This design comes from an exercise in tuning for small area, a short achievable clock period and few clock cycles on the open sky130 flow, not from production work.
Only simulation tests tie the RTL to the original design; equivalence was not proved.

==> inputs of job 4060 <==
## trig_unit
module trig_unit (
	input logic clk,
	input logic reset,
	input logic s_awvalid,
	input logic [3:0] s_awaddr,
	input logic s_wvalid,
	input logic [31:0] s_wdata,
	input logic s_bready,
	input logic s_arvalid,
	input logic [3:0] s_araddr,
	input logic s_rready,
	output logic s_awready,
	output logic s_wready,
	output logic s_bvalid,
	output logic [1:0] s_bresp,
	output logic s_arready,
	output logic s_rvalid,
	output logic [31:0] s_rdata,
	output logic [1:0] s_rresp
);
export LEC_CHECK = 0
export CAP_MARGIN = 20
export CORE_MARGIN = 2
export CORE_UTILIZATION = 70
export PLACE_DENSITY = 0.74
export SETUP_SLACK_MARGIN = 5
export SLEW_MARGIN = 20
export SYNTH_HIERARCHICAL = 1
export SYNTH_MINIMUM_KEEP_SIZE = 0
create_clock -name core_clock -period 10.0 [get_ports {clk}]
standard.sh (not shown) runs the stock make flow with config.mk's settings and CLKGATE_MAP_FILE= SYNTH_SCRIPT=/design/flow/synth_recipe.tcl, a recipe that flattens the netlist after the stock synthesis.
==> flow/flow/run.sh <==
#!/bin/bash
set -euo pipefail
bash standard.sh SETUP_SLACK_MARGIN=5.6 finish > standard_flow.log 2>&1
==> inputs of job 4940, as changes to job 4060 <==
==> flow/flow/run.sh (replaced) <==
#!/bin/bash
set -euo pipefail
bash standard.sh SETUP_SLACK_MARGIN=5.8 finish > standard_flow.log 2>&1
- CORE_UTILIZATION: 70 -> 60
- PLACE_DENSITY: 0.74 -> not set
==> qor.txt <==
Outcome - finished clean
Routed wl met3 - 2.92 mm
WP depth - 13
Crit-path max FO - 19
Placed cells - 2,977
CP Cell Sequence - nand2_1 > fa_1 > fa_1 > fa_1 > fa_1 > ha_1 > and2_1 > and2_1 > and2_1 > a21o_1 > a21o_2 > a21o_1 > xor2_1
Fill cells - 2,499
the above is filed under job 4060

==> qor.txt <==
Routed wl met3 - 2.79 mm
Outcome - finished clean
Fill cells - 3,371
Crit-path max FO - 7
the above is filed under job 4940

Testbench counts of job 4060, summed over its fixed seeds: cycles 11,258.
Testbench counts of job 4940, summed over its fixed seeds: cycles 11,258.

---

==> v37 <==
Another version of the RTL of trig_unit (not shown whole).
==> flow/design.v (excerpt) <==
module trig_unit (
	input logic clk,
	input logic reset,
	input logic s_awvalid,
	input logic [3:0] s_awaddr,
	input logic s_wvalid,
	input logic [31:0] s_wdata,
	input logic s_bready,
	input logic s_arvalid,
	input logic [3:0] s_araddr,
	input logic s_rready,
	output logic s_awready,
	output logic s_wready,
	output logic s_bvalid,
	output logic [1:0] s_bresp,
	output logic s_arready,
	output logic s_rvalid,
	output logic [31:0] s_rdata,
	output logic [1:0] s_rresp
);
export LEC_CHECK = 0
export CAP_MARGIN = 20
export CORE_MARGIN = 2
export CORE_UTILIZATION = 60
export SETUP_SLACK_MARGIN = 5
export SLEW_MARGIN = 20
export SYNTH_HIERARCHICAL = 1
export SYNTH_MINIMUM_KEEP_SIZE = 0
create_clock -name core_clock -period 10.0 [get_ports {clk}]
==> flow/flow/run.sh <==
#!/bin/bash
set -euo pipefail
bash standard.sh SETUP_SLACK_MARGIN=5.5 finish > standard_flow.log 2>&1
==> inputs of v8, as changes to v37 <==
==> flow/flow/run.sh (replaced) <==
#!/bin/bash
set -euo pipefail
bash standard.sh SETUP_SLACK_MARGIN=6.5 finish > standard_flow.log 2>&1
==> results.py <==
metrics = {
    "sta": {
        "timing.fmax_ghz": 0.2374,
        "fin_skew_ns": 0.01788,
        "layout_setup_ws_ns": 5.787,
    },
    "placed_design": {
        "place_ws_ns": 5.361,
        "placed_cell_area_um2": 28710,
    },
    "worst_setup_path": {
        "critical_path.cell_chain": "clkinv_8 > buf_12 > nor2_4 > fa_1 > fa_2 > fa_1 > fa_1 > ha_4 > and2_1 > and2_1 > a21o_4 > a21o_1 > a21o_1 > a21o_1 > xnor2_1",
    },
    "finish": {
        "final_nets": 3499,
    },
    "status": {
        "status": "finished clean",
    },
}
(the above is from v8)
==> results.py <==
metrics = {
    "status": {
        "status": "finished clean",
    },
    "sta": {
        "timing.fmax_ghz": 0.2285,
        "layout_setup_ws_ns": 5.623,
        "fin_skew_ns": 0.02336,
    },
    "placed_design": {
        "placed_cell_area_um2": 28170,
    },
    "worst_setup_path": {
        "critical_path.cell_chain": "nand2_1 > fa_1 > fa_1 > fa_1 > fa_1 > ha_1 > and2_1 > a21o_1 > a21o_1 > a21o_1 > a21o_1 > xor2_1",
        "rrSetupSlack_ns": 5.62,
    },
    "finish": {
        "final_nets": 3352,
    },
}
(the above is from v37)
Testbench counts of v37, summed over its fixed seeds: cycles 11,258.
Testbench counts of v8, summed over its fixed seeds: cycles 11,258.

==> afterwards: timing with drivers on the ports <==
The results above use ideal ports. As a check the final layouts listed here were re-extracted and re-timed, cells and wires unchanged. Step 1, drivers: a clkbuf_16 drives clk and a buf_2 each remaining input, both assumed. Step 2, shift: input delay + t, output delay - t, t = (earliest + latest rising clock arrival at the registers) / 2. This alone moves slack from input paths to output paths. Three values: ideal, step 1, step 2; two values: the first two.
| run | t, ns | setup slack, ns | hold WS [ns] |
|---|---|---|---|
| job 4060 | 0.629 | 5.591 / 5.591 / 5.365 | 0.330 / 0.330 / 0.330 |
| job 4940 | 0.630 | 5.799 / 5.799 / 5.537 | 0.322 / 0.322 / 0.322 |
| v37 | 0.623 | 5.623 / 5.623 / 5.562 | 0.331 / 0.331 / 0.331 |
| v8 | 0.635 | 5.787 / 5.787 / 5.787 | 0.333 / 0.333 / 0.333 |
After both steps every run listed still meets setup and hold. The setup slack of job 4940, which loses most, moves by 0.000 ns with the drivers and by -0.262 ns with both steps.
